This is an optimization exercise on Yosys and OpenROAD, whose aim is small area, a short achievable clock period and few clock cycles, not a production implementation.
Function was checked by simulation only, so behaviour that the tests miss may differ from the original.
Power is estimated from default activity; no workload was simulated.

<file path="flow/config.mk">
export PLATFORM = sky130hd
export DESIGN_NAME = array_list_engine
export DESIGN_NICKNAME = array_list_engine
export VERILOG_FILES = /design/flow/design.v
export SDC_FILE = /design/flow/constraint.sdc
export NUM_CORES = 4
export LEC_CHECK = 0
export CAP_MARGIN = 20
export CORE_MARGIN = 2
export CORE_UTILIZATION = 40
export MIN_ROUTING_LAYER = met2
export PLACE_DENSITY = 0.55
export SETUP_SLACK_MARGIN = 1.0
export SLEW_MARGIN = 20
</file>
<file path="flow/run.sh">
#!/bin/bash
# synth_recipe.tcl (not shown) runs the flow's synth.tcl, then flattens the netlist and writes it again
# the make line also repeats each setting of config.mk as NAME=value (left out here)
make -C /OpenROAD-flow-scripts/flow DESIGN_CONFIG=/design/flow/config.mk WORK_HOME=/design/flow/orfs CLKGATE_MAP_FILE= SYNTH_SCRIPT=/design/flow/synth_recipe.tcl finish
</file>
<file path="flow/constraint.sdc">
create_clock -name core_clock -period 10.0 [get_ports {clk}]
set_input_delay 2.0000 -clock core_clock [delete_from_list [all_inputs] [get_ports {clk}]]
set_output_delay 2.0000 -clock core_clock [all_outputs]
set_load 0.01 [all_outputs]
</file>
<file path="flow/design.v">
package ale_pkg;
	localparam logic [3:0] REQ_CLEAR   = 4'd0;
	localparam logic [3:0] REQ_INSERT  = 4'd1;
	localparam logic [3:0] REQ_DELETE  = 4'd2;
	localparam logic [3:0] REQ_LOCATE  = 4'd3;
	localparam logic [3:0] REQ_GET     = 4'd4;
	localparam logic [3:0] REQ_SINSERT = 4'd5;
	localparam logic [3:0] REQ_SORT    = 4'd6;
	localparam logic [3:0] REQ_REVERSE = 4'd7;
	localparam logic [3:0] REQ_DEDUP   = 4'd8;
	localparam logic [1:0] ST_OK       = 2'd0;
	localparam logic [1:0] ST_BADPOS   = 2'd1;
	localparam logic [1:0] ST_FULL     = 2'd2;
	localparam logic [1:0] ST_NOTFOUND = 2'd3;
	typedef struct packed {
		logic        list_empty;
		logic [7:0]  element_count;
		logic [31:0] read_value;
		logic [7:0]  found_position;
		logic [1:0]  status;
	} result_t;
endpackage
module array_list_engine #(
	parameter int LIST_DEPTH = 128
) (
	input  logic        clk,
	input  logic        arst_n,
	input  logic        s_tvalid,
	output logic        s_tready,
	input  logic [47:0] s_tdata,   
	output logic        m_tvalid,
	input  logic        m_tready,
	output logic [55:0] m_tdata    
);
	localparam int N = 128;
	logic        rv_q;            
	logic [8:0]  rk_q;            
	logic [7:0]  rp_q;
	logic [31:0] rx_q;
	logic [7:0]  n_q;             
	logic        rev_q;           
	logic        par_q;           
	logic        sfst_q;          
	logic [7:0]  invg_q;          
	logic        dph_q;           
	logic [31:0] e [N];           
	logic [N-1:0] g_q, q_q;       
	logic va_q, vb_q;             
	ale_pkg::result_t oa_q, ob_q;
	logic [1:0]  oam_q, obm_q;    
	logic is_clr, is_ins, is_del, is_loc, is_get, is_sin, is_srt, is_rev, is_ddp;
	assign is_clr = rk_q[ale_pkg::REQ_CLEAR];
	assign is_ins = rk_q[ale_pkg::REQ_INSERT];
	assign is_del = rk_q[ale_pkg::REQ_DELETE];
	assign is_loc = rk_q[ale_pkg::REQ_LOCATE];
	assign is_get = rk_q[ale_pkg::REQ_GET];
	assign is_sin = rk_q[ale_pkg::REQ_SINSERT];
	assign is_srt = rk_q[ale_pkg::REQ_SORT];
	assign is_rev = rk_q[ale_pkg::REQ_REVERSE];
	assign is_ddp = rk_q[ale_pkg::REQ_DEDUP];
	logic full, pos_bad;
	assign full    = n_q[7];                        
	assign pos_bad = (rp_q == 8'd0) || (rp_q > n_q);
	logic [7:0] pm1, nmp;
	assign pm1 = rp_q - 8'd1;
	assign nmp = n_q - rp_q;
	logic [7:0] ph_rd;    
	logic [7:0] ph_in;    
	assign ph_rd = rev_q ? nmp : pm1;
	assign ph_in = rev_q ? nmp + 8'd1 : pm1;
	logic [N-1:0] lt_n;           
	logic [N-1:0] ltn_q;
	assign lt_n = ltn_q;
	logic [31:0] xin;
	assign xin = s_tdata[43:12];
	logic adj_q;
	logic adj;
	assign adj = adj_q;
	logic [N-1:0] gt, eq;
	for (genvar i = 0; i < N; i++) begin : g_cmp
		logic [31:0] a;
		assign a = (adj && i > 0) ? e[(i > 0) ? i-1 : 0] : xin;
		assign gt[i] = {!a[31], a[30:0]} > {!e[i][31], e[i][30:0]};    
		assign eq[i] = a == e[i];
	end
	logic gtx, eqx;
	assign gtx = {!xin[31], xin[30:0]} > {!rx_q[31], rx_q[30:0]};
	assign eqx = xin == rx_q;
	logic [N-1:0] inv;
	assign inv = {lt_n[N-1:1], 1'b0} & gt;
	logic [7:0] invg;
	for (genvar k = 0; k < 8; k++) begin : g_invg
		assign invg[k] = |inv[16*k+15:16*k];
	end
	logic [N-1:0] dv;
	assign dv = {lt_n[N-1:1], 1'b0} & q_q;
	logic [N-1:0] craw, cpre, csuf;
	assign craw = is_loc ? q_q : ~g_q;
	assign cpre = is_ddp ? dv : (~lt_n | craw);
	assign csuf = lt_n & craw;
	logic [N-1:0] pre [8];
	logic [N-1:0] suf [8];
	assign pre[0] = cpre;
	for (genvar i = 0; i < N; i++) begin : g_sufin
		assign suf[0][i] = csuf[N-1-i];
	end
	for (genvar l = 0; l < 7; l++) begin : g_lvl
		for (genvar i = 0; i < N; i++) begin : g_bit
			if ((i >> l) & 1) begin : g_or
				assign pre[l+1][i] = pre[l][i] | pre[l][((i >> l) << l) - 1];
				assign suf[l+1][i] = suf[l][i] | suf[l][((i >> l) << l) - 1];
			end else begin : g_pass
				assign pre[l+1][i] = pre[l][i];
				assign suf[l+1][i] = suf[l][i];
			end
		end
	end
	logic [N:0] t_pre, t_suf, t_pos, t, t_srch;
	assign t_pre = {1'b1, pre[7]};
	for (genvar i = 0; i < N; i++) begin : g_tsuf
		assign t_suf[i] = !suf[7][N-1-i];
	end
	assign t_suf[N] = 1'b1;
	logic [7:0] pos_e;
	assign pos_e = is_del ? ph_rd : ph_in;
	for (genvar i = 0; i <= N; i++) begin : g_tpos
		assign t_pos[i] = i >= pos_e;
	end
	logic srch;    
	assign srch = is_sin || is_loc || is_ddp;
	assign t = srch ? t_srch : t_pos;
	logic [N:0] hot;
	assign t_srch = (rev_q && !is_ddp) ? t_suf : t_pre;
	assign hot[0] = t_srch[0];
	for (genvar i = 1; i <= N; i++) begin : g_hot
		assign hot[i] = t_srch[i] && !t_srch[i-1];
	end
	logic [7:0] edge_i;
	for (genvar b = 0; b < 8; b++) begin : g_enc
		logic [N:0] m;
		for (genvar i = 0; i <= N; i++) begin : g_m
			assign m[i] = ((i >> b) & 1) ? hot[i] : 1'b0;
		end
		assign edge_i[b] = |m;
	end
	logic dup_any, dup_more;
	logic [N-1:0] c_any [8];
	logic [N-1:0] c_many [8];
	assign c_any[0] = dv;
	assign c_many[0] = '0;
	for (genvar l = 0; l < 7; l++) begin : g_cnt
		for (genvar j = 0; j < (N >> (l + 1)); j++) begin : g_node
			assign c_any[l+1][j]  = c_any[l][2*j] | c_any[l][2*j+1];
			assign c_many[l+1][j] = c_many[l][2*j] | c_many[l][2*j+1] |
			                        (c_any[l][2*j] & c_any[l][2*j+1]);
		end
		assign c_any[l+1][N-1:(N >> (l + 1))]  = '0;
		assign c_many[l+1][N-1:(N >> (l + 1))] = '0;
	end
	assign dup_any  = c_any[7][0];
	assign dup_more = c_many[7][0];
	logic last;
	always_comb begin
		if (is_srt) last = !adj_q;
		else if (is_ddp) last = dph_q && !dup_more;
		else last = 1'b1;
	end
	logic fire, take;
	assign fire = rv_q && last && !vb_q;    
	assign s_tready = !rv_q || fire;
	assign take = s_tvalid && s_tready;
	logic do_upx, do_dn, do_srt;
	logic go;
	assign go = rv_q && !vb_q;
	assign do_upx = go && ((is_ins && !pos_bad && !full) || (is_sin && !full));
	assign do_dn  = (go && is_del && !pos_bad) || (rv_q && is_ddp && dph_q);
	assign do_srt = rv_q && is_srt && adj_q;
	logic [N:0] swp;    
	assign swp[0] = 1'b0;
	assign swp[N] = 1'b0;
	for (genvar i = 1; i < N; i++) begin : g_swp
		assign swp[i] = do_srt && inv[i] && ((i % 2 == 1) == par_q);
	end
	logic flag_new;
	assign flag_new = !rv_q || fire || (is_ddp && !dph_q);
	logic [N:0] fg, fq;    
	assign fg = {1'b0, flag_new ? gt : g_q};
	assign fq = {1'b0, flag_new ? eq : q_q};
	for (genvar i = 0; i < N; i++) begin : g_el
		logic tl, tc;
		logic s_up, s_dn, s_x;
		assign tl = (i > 0) ? t[i-1] : 1'b0;
		assign tc = t[i];
		assign s_up = (do_upx && tl) || swp[i];
		assign s_x  = do_upx && tc && !tl;
		assign s_dn = (do_dn && tc) || swp[i+1];
		localparam int IL = (i > 0) ? i-1 : 0;
		localparam int IH = (i < N-1) ? i+1 : N-1;
		always_ff @(posedge clk) begin
			if (s_x) begin
				e[i] <= rx_q;
				g_q[i] <= gtx;
				q_q[i] <= eqx;
			end else if (s_up) begin
				e[i] <= e[IL];
				g_q[i] <= fg[IL];
				q_q[i] <= fq[IL];
			end else if (s_dn) begin
				e[i] <= e[IH];
				g_q[i] <= fg[i+1];
				q_q[i] <= fq[i+1];
			end else begin
				g_q[i] <= fg[i];
				q_q[i] <= fq[i];
			end
		end
	end
	logic [31:0] rt [8][N];
	for (genvar i = 0; i < N; i++) begin : g_rt0
		assign rt[0][i] = e[i];
	end
	for (genvar l = 0; l < 7; l++) begin : g_rtl
		for (genvar j = 0; j < (N >> (l + 1)); j++) begin : g_rtn
			assign rt[l+1][j] = ph_rd[l] ? rt[l][2*j+1] : rt[l][2*j];
		end
		for (genvar j = (N >> (l + 1)); j < N; j++) begin : g_rtz
			assign rt[l+1][j] = '0;
		end
	end
	logic [31:0] rd;
	assign rd = rt[7][0];
	logic [7:0] fp_srch;
	assign fp_srch = edge_i;
	ale_pkg::result_t res;
	logic [1:0] res_m;    
	logic [7:0] n_new;
	logic n_inc, n_dec, n_clr;
	always_comb begin
		res = '0;
		res_m = 2'd0;
		n_new = n_q;
		n_inc = 1'b0;
		n_dec = 1'b0;
		n_clr = 1'b0;
		case (1'b1)
			is_clr: begin
				n_new = 8'd0;
				n_clr = 1'b1;
			end
			is_ins: begin
				if (pos_bad) res.status = ale_pkg::ST_BADPOS;
				else if (full) res.status = ale_pkg::ST_FULL;
				else begin
					res.found_position = rp_q;
					n_new = n_q + 8'd1;
					n_inc = 1'b1;
				end
			end
			is_del: begin
				if (pos_bad) res.status = ale_pkg::ST_BADPOS;
				else begin
					res.found_position = rp_q;
					n_new = n_q - 8'd1;
					n_dec = 1'b1;
				end
			end
			is_loc: begin
				if (suf[7][N-1]) begin
					res.found_position = fp_srch;
					res_m = rev_q ? 2'd3 : 2'd1;
				end else res.status = ale_pkg::ST_NOTFOUND;
			end
			is_get: begin
				if (pos_bad) res.status = ale_pkg::ST_BADPOS;
				else begin
					res.found_position = rp_q;
					res.read_value = rd;
				end
			end
			is_sin: begin
				if (full) res.status = ale_pkg::ST_FULL;
				else begin
					res.found_position = fp_srch;
					res_m = rev_q ? 2'd2 : 2'd1;
					n_new = n_q + 8'd1;
					n_inc = 1'b1;
				end
			end
			is_srt, is_rev: ;
			is_ddp: if (dup_any) begin
				n_new = n_q - 8'd1;
				n_dec = 1'b1;
			end
			default: res.status = ale_pkg::ST_BADPOS;
		endcase
		res.element_count = n_new;
		res.list_empty = n_new == 8'd0;
	end
	always_ff @(posedge clk or negedge arst_n) begin
		if (!arst_n) begin
			rv_q    <= 1'b0;
			va_q    <= 1'b0;
			vb_q    <= 1'b0;
			n_q     <= '0;
			rev_q   <= 1'b0;
			sfst_q  <= 1'b0;
			invg_q  <= '0;
			dph_q   <= 1'b0;
			adj_q   <= 1'b0;
			ltn_q   <= '0;
		end else begin
			if (take) rv_q <= 1'b1;
			else if (fire) rv_q <= 1'b0;
			if (vb_q) begin
				if (m_tready) vb_q <= 1'b0;
			end else if (va_q && !m_tready) begin
				if (fire) vb_q <= 1'b1;
			end else
				va_q <= fire;
			if (fire) begin
				n_q <= n_new;
				if (is_clr || is_srt) rev_q <= 1'b0;
				else if (is_rev) rev_q <= !rev_q;
			end else if (rv_q && is_ddp && dph_q && dup_any)
				n_q <= n_q - 8'd1;
			if (fire && n_clr) ltn_q <= '0;
			else if (fire && n_inc) ltn_q <= {ltn_q[N-2:0], 1'b1};
			else if ((fire && n_dec) || (rv_q && is_ddp && dph_q && dup_any))
				ltn_q <= {1'b0, ltn_q[N-1:1]};
			sfst_q <= take;
			invg_q <= invg;
			if (fire) dph_q <= 1'b0;
			else if (rv_q && is_ddp) dph_q <= 1'b1;
			if (take)
				adj_q <= (s_tdata[3:0] == ale_pkg::REQ_SORT) || (s_tdata[3:0] == ale_pkg::REQ_DEDUP);
			else
				adj_q <= adj_q && is_srt && (sfst_q || |invg_q);
		end
	end
	always_ff @(posedge clk) begin
		if (take) begin
			for (int k = 0; k < 9; k++) rk_q[k] <= s_tdata[3:0] == 4'(k);
			rp_q <= s_tdata[11:4];
			rx_q <= xin;
		end
		if (vb_q) begin
			if (m_tready) begin
				oa_q <= ob_q;
				oam_q <= obm_q;
			end
		end else if (va_q && !m_tready) begin
			ob_q <= res;
			obm_q <= res_m;
		end else begin
			oa_q <= res;
			oam_q <= res_m;
		end
		if (do_srt) par_q <= !par_q;
	end
	assign m_tvalid = va_q;
	ale_pkg::result_t fp_fix;
	always_comb begin
		fp_fix = oa_q;
		case (oam_q)
			2'd1: fp_fix.found_position = oa_q.found_position + 8'd1;
			2'd2: fp_fix.found_position = oa_q.element_count - oa_q.found_position;
			2'd3: fp_fix.found_position = oa_q.element_count - oa_q.found_position + 8'd1;
			default: ;
		endcase
	end
	assign m_tdata  = {5'd0, fp_fix};
endmodule
</file>
==> key figures <==
Status
  – Status: aborted with a tool error
  – Failed at: global routing (5_1_grt)
  – First Err: [ERROR GRT-0116] Global routing finished with congestion. Check the congestion regions in the DRC Viewer.

Placed design
  – GPL Wtd Cong: 1.23
  – Placed Cells: 67,500
  – Number of port buffers: 100
  – Pre-CTS setup slack: 1480 ps
  – Hpwl dp: 2170 mm
  – Placed cell area: 467,000 um^2

Yosys
  – Post-synthesis sequential area ratio: 0.309
  – Post-synth EDFFs: 4,252
  – Top-area cell type share of the netlist area: 0.289
  – Mean Syn Cell Area: 8.07 um^2
  – Post-Synthesis Cell Area: 442,000 um^2
  – Synth Warn #: 7
  – Synth Register Bits: 4,659
  – Yosys top cell by area: edfxtp_1
  – Dominant synthesized flop cell: edfxtp_1
  – Ys async rst share: 0.0324
  – Cells after synthesis: 54,800
  – Synth cell types: 109
  – Synth area leaders: edfxtp_1 29%, ha_1 14%, nand2_1 9.6%

Die
  – I/O pin count: 110
  – Initial core utilization: 0.401
  – Height of the chip: 1.06 mm
  – Die W: 1.06 mm
  – Row count: 386

Global route
  – Total grt overflow: 555
  – Largest net degree at the start of global routing: 162
  – Global Route Usage Sum: 0.792
  – First-pass GRT wire length: 4090 mm
  – Number of global-route vias before repair: 644,000

Clock tree
  – Cts hold-fix bufs: 0
  – Clock Path Buffers: 5
  – H-tree levels: 6
  – CTS root buffer: clkbuf_16
  – Num CTS Buffers: 652
  – # clock sinks: 4,659
what timing repair did:
action                     CTS
gates resized for setup      2
setup endpoints to repair    1
buffers inserted             0
synthesized netlist by cell type, drive strengths merged (39+ instances only):
cell / n
nor2b: 513
dfrtp: 151
o2111ai: 53
o211ai: 228
nand4: 864
and2: 109
nor3b: 40
mux4: 1024
nand2b: 286
or2: 39
edfxtp: 4252
dfxtp: 256
a32oi: 43
a21oi: 5599
a22oi: 175
o21a: 483
o22ai: 150
a2111oi: 51
nor3: 311
a211o: 95
and4: 173
or3: 100
nand3: 725
a21o: 1161
a221oi: 57
o31ai: 64
a31oi: 187
ha: 5038
and3: 197
nor4: 198
buf: 727
mux2: 284
inv: 4065
o21ai: 3434
mux2i: 2403
clkbuf: 3248
nand3b: 48
a211oi: 743
nor2: 5151
nand2: 11300
a22o: 96
a21boi: 68
a311oi: 43
layer usage:
metal,overflow,global-route usage
met3,480,0.894
met5,66,0.750
met2,2,0.815
met4,7,0.585
met1,-,-
kinds of logic after synthesis:
group / after synthesis / share of synthesized area
AO/OA/AOI/OAI: 13000 / 0.172
XOR/XNOR: 42 / 0.000863
adder cells (fa/ha/maj): 5040 / 0.143
buffers and inverters: 8041 / 0.0695
flip-flops: 4659 / 0.309
multiplexers: 3711 / 0.114
other: 1 / 0.00000848
AND/OR/NAND/NOR: 20200 / 0.192
power by group through the flow:
stage          clock network (mW)  logic, mW  registers [mW]
2_1_floorplan                   0       68.9            46.4
3_3_place_gp                    0        124            56.6
3_5_place_dp                    0        124            56.6
4_1_cts                      24.9        125            56.4
how the worst min path moves through the flow:
stage	start	slack, ps	end	cells after the start
CTS	ob_q[45]	520	oa_q[45]	2
detailed placement	ob_q[45]	510	oa_q[45]	2
global placement	ob_q[44]	510	oa_q[44]	2
floorplan	ob_q[45]	490	oa_q[45]	2
Testbench counts, summed over its fixed seeds: cycles 10,262.
